Background: an optimization exercise with open tools, aiming at small area. Do not read the settings as production practice.
No run shown here included a check of the RTL's function; only the layout flow was run.
No activity file was given, so power comes from the tool's default toggle rates.

<file path="flow/flow/run.sh">
#!/bin/bash
# Standard ORFS layout (standard.sh) with these changes:
#  - the register array is placed as a bit-sliced array by place_array.tcl before IO
#    placement, and global placement only places the remaining cells around it;
#  - ports are buffered with buf_2 instead of the default delay-cell buffer;
#  - CTS inserts no dummy loads.
set -euo pipefail
here=$(cd "$(dirname "$0")" && pwd)
export PRE_IO_PLACEMENT_TCL=$here/place_array.tcl
export POST_GLOBAL_PLACE_TCL=$here/release.tcl
export BUFFER_PORTS_ARGS="-buffer_cell sky130_fd_sc_hd__buf_2"
export CTS_ARGS="-sink_clustering_enable -repair_clock_nets -dont_use_dummy_load"
bash standard.sh > standard.log 2>&1
</file>
<file path="flow/flow/place_array.tcl">
# Structured placement of the register-file array, run as ORFS's PRE_IO_PLACEMENT hook.
#
# The core rows are split into 32 horizontal bands, one per data bit. Each band is split
# into 11 columns, one per group of three registers (1-3, 4-6, ..., 28-30, 31). A tile
# (bit, group) holds, for each register of the group, the bit's flip-flop, its write
# AOI and inverter, and the four read AOIs (one per read port) that select among the
# group's registers for that bit. The gates that combine a read port's AOIs into rd are
# put in the same band near their inputs. Everything else (address decoders, port
# buffers) is left to global placement. The cells placed here are left FIRM so global
# placement works around them; the POST_GLOBAL_PLACE hook releases them again.

set block [ord::get_db_block]
set dbu [$block getDbUnitsPerMicron]

proc bare {name} { return [string map {"\\" ""} $name] }

# ---------------------------------------------------------------- rows and taps
set rows {}
foreach r [$block getRows] {
  lappend rows [list [lindex [$r getOrigin] 1] [lindex [$r getOrigin] 0] [$r getSiteCount] [$r getOrient] [[$r getSite] getWidth]]
}
set rows [lsort -integer -index 0 $rows]
set nrows [llength $rows]
set site_w [lindex $rows 0 4]
set row_x0 [lindex $rows 0 1]
set nsites [lindex $rows 0 2]

# occupancy: occ($r,$s) = 1 when taken
array set occ {}
set rowy {}
foreach r $rows { lappend rowy [lindex $r 0] }
foreach inst [$block getInsts] {
  if {![string match "*tapvpwrvgnd*" [[$inst getMaster] getName]]} continue
  set bb [$inst getBBox]
  set ri [lsearch -exact -integer $rowy [$bb yMin]]
  if {$ri < 0} continue
  set s0 [expr {([$bb xMin] - $row_x0) / $site_w}]
  set s1 [expr {([$bb xMax] - $row_x0 + $site_w - 1) / $site_w}]
  for {set s $s0} {$s < $s1} {incr s} { set occ($ri,$s) 1 }
}

proc width_sites {inst} {
  global site_w
  return [expr {([[$inst getMaster] getWidth] + $site_w - 1) / $site_w}]
}

proc is_free {r s w} {
  global occ nsites
  if {$s < 0 || $s + $w > $nsites} { return 0 }
  for {set k $s} {$k < $s + $w} {incr k} {
    if {[info exists occ($r,$k)]} { return 0 }
  }
  return 1
}

proc put {inst r s} {
  global occ rows row_x0 site_w
  set w [width_sites $inst]
  for {set k $s} {$k < $s + $w} {incr k} { set occ($r,$k) 1 }
  set row [lindex $rows $r]
  $inst setOrient [lindex $row 3]
  $inst setLocation [expr {$row_x0 + $s * $site_w}] [lindex $row 0]
  $inst setPlacementStatus FIRM
}

# ---------------------------------------------------------------- netlist analysis
proc driver_of {net} {
  if {$net eq "NULL" || $net eq ""} { return "" }
  foreach it [$net getITerms] {
    if {[$it isOutputSignal]} { return [$it getInst] }
  }
  return ""
}
proc in_nets {inst} {
  set l {}
  foreach it [$inst getITerms] {
    if {[$it isInputSignal] && [$it getNet] ne "NULL"} { lappend l [$it getNet] }
  }
  return $l
}
proc out_net {inst} {
  foreach it [$inst getITerms] {
    if {[$it isOutputSignal]} { return [$it getNet] }
  }
  return ""
}

# flops
array set flop_of_net {}   ;# Q net name -> {reg bit}
array set kind {}          ;# inst name -> role
set tiles [dict create]    ;# "b,g" -> list of insts in placement order
array set regbit {}
foreach inst [$block getInsts] {
  set n [bare [$inst getName]]
  if {![regexp {^gReg\[(\d+)\]\.q\[(\d+)\]} $n -> i b]} continue
  set regbit($i,$b) $inst
  set flop_of_net([[out_net $inst] getName]) [list $i $b]
}

array set wcell {}
for {set i 1} {$i < 32} {incr i} {
  for {set b 0} {$b < 32} {incr b} {
    set f $regbit($i,$b)
    set dnet ""
    foreach it [$f getITerms] { if {[[$it getMTerm] getName] eq "D"} { set dnet [$it getNet] } }
    set inv [driver_of $dnet]
    set aoi [driver_of [lindex [in_nets $inv] 0]]
    set wcell($i,$b) [list $aoi $inv $f]
    set kind([$inv getName]) core
    set kind([$aoi getName]) core
    set kind([$f getName]) core
  }
}

# read cells: any other cell with a flop Q input
array set rcell_tile {}    ;# inst name -> {b g}
set rcells {}
foreach inst [$block getInsts] {
  if {[info exists kind([$inst getName])]} continue
  set regs {}
  set bit -1
  foreach net [in_nets $inst] {
    if {[info exists flop_of_net([$net getName])]} {
      lassign $flop_of_net([$net getName]) i b
      lappend regs $i
      set bit $b
    }
  }
  if {[llength $regs] == 0} continue
  set g [expr {([tcl::mathfunc::min {*}$regs] - 1) / 3}]
  set rcell_tile([$inst getName]) [list $bit $g]
  set kind([$inst getName]) core
  lappend rcells $inst
}

# read trees: walk back from each rd port to the read cells
array set tree_port {}     ;# tree gate name -> bit
set tree_order {}          ;# gates, leaves first
foreach bt [$block getBTerms] {
  set pn [bare [$bt getName]]
  if {![regexp {^rd\[(\d+)\]$} $pn -> k]} continue
  set b [expr {$k % 32}]
  set root [driver_of [$bt getNet]]
  if {$root eq "" || [info exists kind([$root getName])]} continue
  # DFS post-order
  set stack [list [list $root 0]]
  set seen [dict create]
  while {[llength $stack]} {
    lassign [lindex $stack end] g done
    set stack [lrange $stack 0 end-1]
    if {$done} { lappend tree_order $g; set tree_port([$g getName]) $b; continue }
    if {[dict exists $seen [$g getName]]} continue
    dict set seen [$g getName] 1
    lappend stack [list $g 1]
    foreach net [in_nets $g] {
      set d [driver_of $net]
      if {$d eq "" || [info exists kind([$d getName])]} continue
      if {[string match "*dfxtp*" [[$d getMaster] getName]]} continue
      # only follow gates private to this tree (single fanout)
      if {[llength [$net getITerms]] != 2} continue
      lappend stack [list $d 0]
    }
  }
}
foreach g $tree_order { set kind([$g getName]) tree }

puts "place_array: [llength $rcells] read cells, [llength $tree_order] tree gates, $nrows rows"

# ---------------------------------------------------------------- geometry
set nb 32
set ng 11
set band_rows [expr {$nrows / $nb}]
# column widths in sites, proportional to the cell width each column needs
array set colw {}
set tot 0
for {set g 0} {$g < $ng} {incr g} {
  set w 0
  foreach rc $rcells { if {[lindex $rcell_tile([$rc getName]) 0] == 0 && [lindex $rcell_tile([$rc getName]) 1] == $g} { incr w [width_sites $rc] } }
  for {set i [expr {3*$g+1}]} {$i <= min(3*$g+3, 31)} {incr i} {
    foreach c $wcell($i,0) { incr w [width_sites $c] }
  }
  set colw($g) $w
  incr tot $w
}
array set colx {}
set x 0
for {set g 0} {$g < $ng} {incr g} {
  set colx($g) [expr {int(double($x) * $nsites / $tot)}]
  incr x $colw($g)
}
set colx($ng) $nsites

# ---------------------------------------------------------------- pack tiles
proc pack_tile {cells r0 r1 s0 s1} {
  set need 0
  foreach c $cells { incr need [width_sites $c] }
  set cap 0
  for {set r $r0} {$r < $r1} {incr r} {
    for {set s $s0} {$s < $s1} {incr s} { if {[is_free $r $s 1]} { incr cap } }
  }
  set n [llength $cells]
  set gap [expr {max(0, int((0.88 * $cap - $need) / max($n, 1)))}]
  set r $r0
  set s $s0
  foreach c $cells {
    set w [width_sites $c]
    while 1 {
      if {$s + $w > $s1} {
        incr r
        set s $s0
        if {$r >= $r1} { error "place_array: tile rows $r0-$r1 sites $s0-$s1 overflow" }
        continue
      }
      if {[is_free $r $s $w]} break
      incr s
    }
    put $c $r $s
    incr s [expr {$w + $gap}]
  }
}

for {set b 0} {$b < $nb} {incr b} {
  set r0 [expr {$b * $band_rows}]
  set r1 [expr {$r0 + $band_rows}]
  for {set g 0} {$g < $ng} {incr g} {
    set reads {}
    foreach rc $rcells { if {$rcell_tile([$rc getName]) eq [list $b $g]} { lappend reads $rc } }
    set cells {}
    set k 0
    for {set i [expr {3*$g+1}]} {$i <= min(3*$g+3, 31)} {incr i} {
      lassign $wcell($i,$b) aoi inv f
      lappend cells $aoi $inv $f
      if {$k < [llength $reads]} { lappend cells [lindex $reads $k]; incr k }
    }
    foreach rc [lrange $reads $k end] { lappend cells $rc }
    pack_tile $cells $r0 $r1 $colx($g) $colx([expr {$g+1}])
  }
}

# ---------------------------------------------------------------- tree gates
proc inst_x {inst} { return [lindex [$inst getLocation] 0] }
proc nearest_slot {inst r0 r1 tx} {
  global nsites row_x0 site_w
  set w [width_sites $inst]
  set ts [expr {int(($tx - $row_x0) / $site_w)}]
  for {set d 0} {$d < $nsites} {incr d} {
    foreach s [list [expr {$ts + $d}] [expr {$ts - $d}]] {
      for {set r $r0} {$r < $r1} {incr r} {
        if {[is_free $r $s $w]} { return [list $r $s] }
      }
    }
  }
  error "place_array: no room for [$inst getName]"
}
foreach g $tree_order {
  set b $tree_port([$g getName])
  set xs {}
  foreach net [in_nets $g] {
    set d [driver_of $net]
    if {$d ne ""} { lappend xs [inst_x $d] }
  }
  set tx [expr {[tcl::mathop::+ {*}$xs] / double([llength $xs])}]
  set r0 [expr {$b * $band_rows}]
  lassign [nearest_slot $g $r0 [expr {$r0 + $band_rows}] $tx] r s
  put $g $r $s
}
puts "place_array: done"
</file>
<file path="flow/flow/release.tcl">
# POST_GLOBAL_PLACE hook: let later steps resize and legalize the cells place_array.tcl fixed.
foreach inst [[ord::get_db_block] getInsts] {
  if {[$inst getPlacementStatus] eq "FIRM"} { $inst setPlacementStatus PLACED }
}
</file>
<file path="flow/standard.sh">
#!/bin/bash
# synth_recipe.tcl (not shown) runs the flow's synth.tcl, then flattens the netlist and writes it again
# the make line also repeats each setting of config.mk as NAME=value (left out here)
make -C /OpenROAD-flow-scripts/flow DESIGN_CONFIG=/design/flow/config.mk WORK_HOME=/design/flow/orfs CLKGATE_MAP_FILE= SYNTH_SCRIPT=/design/flow/synth_recipe.tcl "${@:-finish}"
</file>
<file path="flow/config.mk">
export PLATFORM = sky130hd
export DESIGN_NAME = reg_file_mp
export DESIGN_NICKNAME = reg_file_mp
export VERILOG_FILES = /design/flow/design.v
export SDC_FILE = /design/flow/constraint.sdc
export NUM_CORES = 4
export LEC_CHECK = 0
export CAP_MARGIN = 10
export CORE_AREA = 2.3 2.72 287.3 351.92
export DIE_AREA = 0 0 289.6 354.6
export GPL_TIMING_DRIVEN = 0
export PLACE_DENSITY = 0.6
export SLEW_MARGIN = 10
export SYNTH_HIERARCHICAL = 1
export SYNTH_MINIMUM_KEEP_SIZE = 0
</file>
<file path="flow/constraint.sdc">
create_clock -name core_clock -period 5.5 [get_ports {clk}]
set_input_delay 1.1000 -clock core_clock [delete_from_list [all_inputs] [get_ports {clk}]]
set_output_delay 1.1000 -clock core_clock [all_outputs]
set_load 0.01 [all_outputs]
</file>
<file path="flow/design.v">
module reg_file_mp_aoi222 (
    input  logic a0, b0, a1, b1, a2, b2,
    output logic y
);
    assign y = ~((a0 & b0) | (a1 & b1) | (a2 & b2));
endmodule
module reg_file_mp_nand2 (
    input  logic a, b,
    output logic y
);
    assign y = ~(a & b);
endmodule
module reg_file_mp_or_n #(
    parameter int N = 11
) (
    input  logic [N-1:0] t,
    output logic         y
);
    assign y = ~&t;
endmodule
module reg_file_mp #(
    parameter int DATA_W = 32,
    parameter int ADDR_W = 5,
    parameter int NUM_RD = 4
) (
    input  logic                     clk,
    input  logic                     rst,
    output logic                     ready,
    input  logic                     we0,
    input  logic [ADDR_W-1:0]        wa0,
    input  logic [DATA_W-1:0]        wd0,
    input  logic                     we1,
    input  logic [ADDR_W-1:0]        wa1,
    input  logic [DATA_W-1:0]        wd1,
    input  logic [NUM_RD*ADDR_W-1:0] ra,
    output logic [NUM_RD*DATA_W-1:0] rd
);
    localparam int DEPTH = 2 ** ADDR_W;
    localparam int NT    = (DEPTH - 1 + 2) / 3;    
    logic [DATA_W-1:0] mem [DEPTH];
    logic wen;
    assign wen = ready && !rst;
    always_ff @(posedge clk) ready <= !rst;
    assign mem[0] = '0;
    for (genvar i = 1; i < DEPTH; i++) begin : gReg
        logic s0, s1, h;
        logic [DATA_W-1:0] dn;
        logic [DATA_W-1:0] q;
        assign s1 = wen && we1 && (wa1 == ADDR_W'(i));
        assign s0 = wen && we0 && (wa0 == ADDR_W'(i)) && !s1;
        assign h  = !rst && !s0 && !s1;
        for (genvar b = 0; b < DATA_W; b++) begin : gBit
            reg_file_mp_aoi222 uSel (
                .a0(s0), .b0(wd0[b]), .a1(s1), .b1(wd1[b]), .a2(h), .b2(q[b]), .y(dn[b])
            );
        end
        always_ff @(posedge clk) q <= ~dn;
        assign mem[i] = q;
    end
    for (genvar k = 0; k < NUM_RD; k++) begin : gRd
        logic [ADDR_W-1:0] addr;
        logic [DEPTH-1:0]  sel;
        assign addr = ra[k*ADDR_W +: ADDR_W];
        for (genvar i = 0; i < DEPTH; i++) begin : gSel
            assign sel[i] = (addr == ADDR_W'(i));
        end
        for (genvar b = 0; b < DATA_W; b++) begin : gBit
            logic [NT-1:0] t;
            for (genvar g = 0; g < NT; g++) begin : gGrp
                localparam int I0 = 3 * g + 1;
                if (I0 + 2 < DEPTH) begin : gFull
                    reg_file_mp_aoi222 uT (
                        .a0(sel[I0]),     .b0(mem[I0][b]),
                        .a1(sel[I0 + 1]), .b1(mem[I0 + 1][b]),
                        .a2(sel[I0 + 2]), .b2(mem[I0 + 2][b]),
                        .y(t[g])
                    );
                end else begin : gOne
                    reg_file_mp_nand2 uT (.a(sel[I0]), .b(mem[I0][b]), .y(t[g]));
                end
            end
            reg_file_mp_or_n #(.N(NT)) uOr (.t(t), .y(rd[k*DATA_W + b]));
        end
    end
endmodule
</file>
==> flow_summary_export.csv, run 1 <==
group,metric,value,unit
yosys,seq_area_frac_synth,0.3842,
outcome,error_line,"Error: io_placement.tcl, 21 can't read \"site_w\": no such variable",
die,die-width,289.6,microns
yosys,synth_adder_area_share,0,
yosys,synthSimpleGateAreaFrac,0.09977,
yosys,netlist_area,51750,sq um
yosys,yosys-mux-area-fraction,0,
outcome,failed_at,"3_2_place_iop",
yosys,complex_gate_fraction_of_the_synthesized_area,0.4413,
yosys,synth.distinct_cells,25,
outcome,status,"did not finish",
die,chip_height,354.6,microns
yosys,postSynthCellCount,5265,
yosys,postSynthNetCount,5363,
yosys,syn-mean-instance-area,9.828,sq um
yosys,synth_xor_xnor_area_share,0,
die,floorplan.initialDensity,0.5220,
yosys,yosys_warnings,9,
yosys,synth-seq-cells,993,
yosys,synth_top_family_by_area,"compound AO/OA/AOI/OAI gates",
die,count_of_standard_cell_rows,128,
-- Yosys cell counts --
| cell | instances | area [sq um] |
|---|---|---|
| sky130_fd_sc_hd__a222oi_1 | 2272 | 22740 |
| sky130_fd_sc_hd__dfxtp_1 | 993 | 19880 |
| sky130_fd_sc_hd__inv_1 | 993 | 3727 |
| sky130_fd_sc_hd__nand4_1 | 257 | 1608 |
| sky130_fd_sc_hd__nand2_1 | 146 | 548.0 |
| sky130_fd_sc_hd__or3_1 | 136 | 850.8 |
| sky130_fd_sc_hd__nand3_1 | 133 | 665.6 |
| sky130_fd_sc_hd__nor2_1 | 119 | 446.7 |
| sky130_fd_sc_hd__nor3_1 | 90 | 450.4 |
| sky130_fd_sc_hd__clkbuf_1 | 32 | 120.1 |
| sky130_fd_sc_hd__nand2b_1 | 21 | 131.4 |
| sky130_fd_sc_hd__nor2b_1 | 17 | 106.4 |
| sky130_fd_sc_hd__nand3b_1 | 11 | 82.58 |
| sky130_fd_sc_hd__nor3_2 | 10 | 100.1 |
| sky130_fd_sc_hd__a211oi_1 | 9 | 67.56 |
| sky130_fd_sc_hd__nand4bb_1 | 5 | 56.30 |
| sky130_fd_sc_hd__nand4b_1 | 4 | 35.03 |
| sky130_fd_sc_hd__a311oi_1 | 3 | 26.28 |
| sky130_fd_sc_hd__or2_1 | 3 | 18.77 |
| sky130_fd_sc_hd__buf_2 | 2 | 10.01 |
| sky130_fd_sc_hd__nor4_1 | 2 | 12.51 |
| sky130_fd_sc_hd__or2_2 | 2 | 12.51 |
| sky130_fd_sc_hd__or3b_1 | 2 | 17.52 |
| sky130_fd_sc_hd__or4b_1 | 2 | 20.02 |
| sky130_fd_sc_hd__buf_6 | 1 | 11.26 |
-- kinds of logic after synthesis --
family          after synthesis
buf+inv                    1028
compound gates             2284
flops                       993
simple gates                960
-- modules after synthesis (local to each module, per instance), excerpt --
module / area (sq um) / cells / times used
reg_file_mp_nand2: 3.754 / 1 / 128
reg_file_mp: 25480 / 2353 / 1
reg_file_mp_aoi222: 10.01 / 1 / 2272
==> inputs of run 2 (changes only) <==
--- a/flow/flow/place_array.tcl
+++ b/flow/flow/place_array.tcl
@@ -8,6 +8,12 @@
 # put in the same band near their inputs. Everything else (address decoders, port
 # buffers) is left to global placement. The cells placed here are left FIRM so global
 # placement works around them; the POST_GLOBAL_PLACE hook releases them again.
+
+# Run at global level even when ORFS sources this from inside a proc.
+if {[info level] > 0} {
+  uplevel #0 [list source [info script]]
+  return
+}
 
 set block [ord::get_db_block]
 set dbu [$block getDbUnitsPerMicron]
==> run 2 against run 1 <==
Net effect:
- the run fails in 3_3_place_gp
- synthesized cell count unchanged
- synthesized area unchanged
==> flow_summary_export.csv, run 2 <==
group,metric,value,unit
yosys,synth-seq-cells,993,
yosys,synth.area.top_cells,"sky130_fd_sc_hd__a222oi_1, sky130_fd_sc_hd__dfxtp_1, sky130_fd_sc_hd__inv_1, sky130_fd_sc_hd__nand4_1, sky130_fd_sc_hd__or3_1",
outcome,failed_at,"3_3_place_gp",
die,chip_height,354.6,microns
yosys,synthFlopType,"sky130_fd_sc_hd__dfxtp_1",
yosys,yosys-mux-area-fraction,0,
die,floorplan.initialDensity,0.5220,
yosys,synth.distinct_cells,25,
yosys,synth-edff-count,0,
die,die-width,289.6,microns
outcome,status,"did not finish",
yosys,netlist_area,51750,sq um
yosys,synth.top_cell.area_share,0.4395,
yosys,synthSimpleGateAreaFrac,0.09977,
outcome,error_line,"[ERROR GPL-0305] RePlAce diverged during gradient descent calculation, resulting in an invalid step length (Inf or NaN). This is often caused by numerical instability ...",
yosys,syn-mean-instance-area,9.828,sq um
die,count_of_standard_cell_rows,128,
yosys,seq_area_frac_synth,0.3842,
yosys,yosys.area.top_type,"sky130_fd_sc_hd__a222oi_1",
yosys,yosys_warnings,9,
placed_design,numPortBuffers,214,
yosys,ys_top_cells_by_count,"sky130_fd_sc_hd__a222oi_1, sky130_fd_sc_hd__dfxtp_1, sky130_fd_sc_hd__inv_1",
yosys,postSynthNetCount,5363,
yosys,yosysMostFrequentCell,"sky130_fd_sc_hd__a222oi_1",
die,io_pins,227,
yosys,synth_xor_xnor_area_share,0,
yosys,async_reset_ff_frac,0,
yosys,synth_adder_area_share,0,
yosys,complex_gate_fraction_of_the_synthesized_area,0.4413,
yosys,synth_top_family_by_area,"compound AO/OA/AOI/OAI gates",
yosys,postSynthCellCount,5265,
## run 2: cell counts after synthesis
Identical to the previous run, type by type.
## run 2: kinds of logic after synthesis
logic type | count (synthesis)
compound gates | 2284
buf+inv | 1028
flops | 993
simple gates | 960
## run 2: Yosys stat by module (local to each module, per instance), a selection
module | times used | flops+latches | cells inside | cell area, sq um
reg_file_mp | 1 | 993 | 2353 | 25480
reg_file_mp_aoi222 | 2272 | 0 | 1 | 10.01
reg_file_mp_nand2 | 128 | 0 | 1 | 3.754
==> inputs of run 3 (changes only) <==
--- a/flow/config.mk
+++ b/flow/config.mk
@@ -8,8 +8,9 @@
 export CAP_MARGIN = 10
 export CORE_AREA = 2.3 2.72 287.3 351.92
 export DIE_AREA = 0 0 289.6 354.6
+export GPL_ROUTABILITY_DRIVEN = 0
 export GPL_TIMING_DRIVEN = 0
-export PLACE_DENSITY = 0.6
+export PLACE_DENSITY = 0.85
 export SLEW_MARGIN = 10
 export SYNTH_HIERARCHICAL = 1
 export SYNTH_MINIMUM_KEEP_SIZE = 0
==> run 3 against run 2 <==
Net effect:
- synthesized area stayed put
- the flow stops in 5_1_grt
- synthesized cell count stayed put
==> flow_summary_export.csv, run 3 <==
group,metric,value,unit
outcome,status,"did not finish",
outcome,failed_at,"5_1_grt",
outcome,error_line,"[ERROR GRT-0116] Global routing finished with congestion. Check the congestion regions in the DRC Viewer.",
yosys,yosys_warnings,9,
yosys,synth.top_cell.area_share,0.4395,
placed_design,place_hpwl,259.0,mm
global_routing,globalRouteOverflowTotal,157,
die,die-width,289.6,microns
yosys,postSynthCellCount,5265,
global_routing,first_global_vias,67980,
cts,cts_hold_buf,0,
die,io_pins,227,
placed_design,numPortBuffers,214,
cts,ctsHtreeMaxLevel,3,
global_routing,grt_start_max_net_pins,35,
yosys,netlist_area,51750,sq um
yosys,synth.area.top_cells,"sky130_fd_sc_hd__a222oi_1, sky130_fd_sc_hd__dfxtp_1, sky130_fd_sc_hd__inv_1, sky130_fd_sc_hd__nand4_1, sky130_fd_sc_hd__or3_1",
yosys,seq_area_frac_synth,0.3842,
yosys,postSynthNetCount,5363,
yosys,yosys.area.top_type,"sky130_fd_sc_hd__a222oi_1",
yosys,async_reset_ff_frac,0,
cts,maximum_count_of_clock_buffers_along_a_single_path,3,
yosys,synth-seq-cells,993,
yosys,ys_top_cells_by_count,"sky130_fd_sc_hd__a222oi_1, sky130_fd_sc_hd__dfxtp_1, sky130_fd_sc_hd__inv_1",
yosys,syn-mean-instance-area,9.828,sq um
cts,cts.root.buffer_cell,"sky130_fd_sc_hd__clkbuf_16",
global_routing,grt_pass1_wl,476.8,mm
die,chip_height,354.6,microns
yosys,synthFlopType,"sky130_fd_sc_hd__dfxtp_1",
cts,cts_made_buffers,105,
yosys,yosysMostFrequentCell,"sky130_fd_sc_hd__a222oi_1",
die,floorplan.initialDensity,0.5220,
yosys,synth-edff-count,0,
global_routing,grt_util_all_layers,0.6357,
yosys,synth.distinct_cells,25,
die,count_of_standard_cell_rows,128,
cts,cts_sinks,993,
[run 3: cells by family after synthesis]
kind of cell,share of synthesized area
AND/OR/NAND/NOR,0.09977
buffers and inverters,0.07476
AO/OA/AOI/OAI,0.4413
flip-flops,0.3842
[run 3: repair_timing]
action                                  CTS
gates resized for setup                   3
endpoints found under the hold margin     0
setup buffers                             0
endpoints found under the setup margin   14
[run 3: how the worst max path moves through the flow]
stage / slack, ps / endpoint / from / depth (start not counted)
after floorplan: 480 / gReg[13].q[0] / rst / 6
after global placement: -3950 / gReg[25].q[31] / wa1[1] / 7
after detailed placement: -70 / rd[105] / ra[17] / 10
after CTS: 20 / rd[43] / ra[8] / 10
[run 3: through the flow]
stage          area, sq um  setup WS (ps)  setup TNS (ps)  instances
2_1_floorplan        51760          476.5               0       5265
4_1_cts              60780          23.42               0       7092
3_3_place_gp         54460          -3947        -1825900       6779
3_5_place_dp         58170         -69.13          -197.5       6991
[run 3: power by group through the flow]
stage	Sequential (mW)	Combinational [mW]	Clock (mW)
after floorplan	7.47	0.354	0
after global placement	7.49	0.859	0
after CTS	7.33	1.02	6.19
after detailed placement	7.49	1.01	0
[run 3: routing by layer]
layer / overflow / GRT usage
met4: 15 / 0.3074
met3: 80 / 0.5832
met1: 46 / 0.7292
met2: 10 / 0.7401
met5: 6 / 0.4090
[run 3: Yosys stat by module (local to each module, per instance), excerpt]
module	cell area (sq um)	cells	copies in the design
reg_file_mp_aoi222	10.01	1	2272
reg_file_mp	25480	2353	1
reg_file_mp_nand2	3.754	1	128
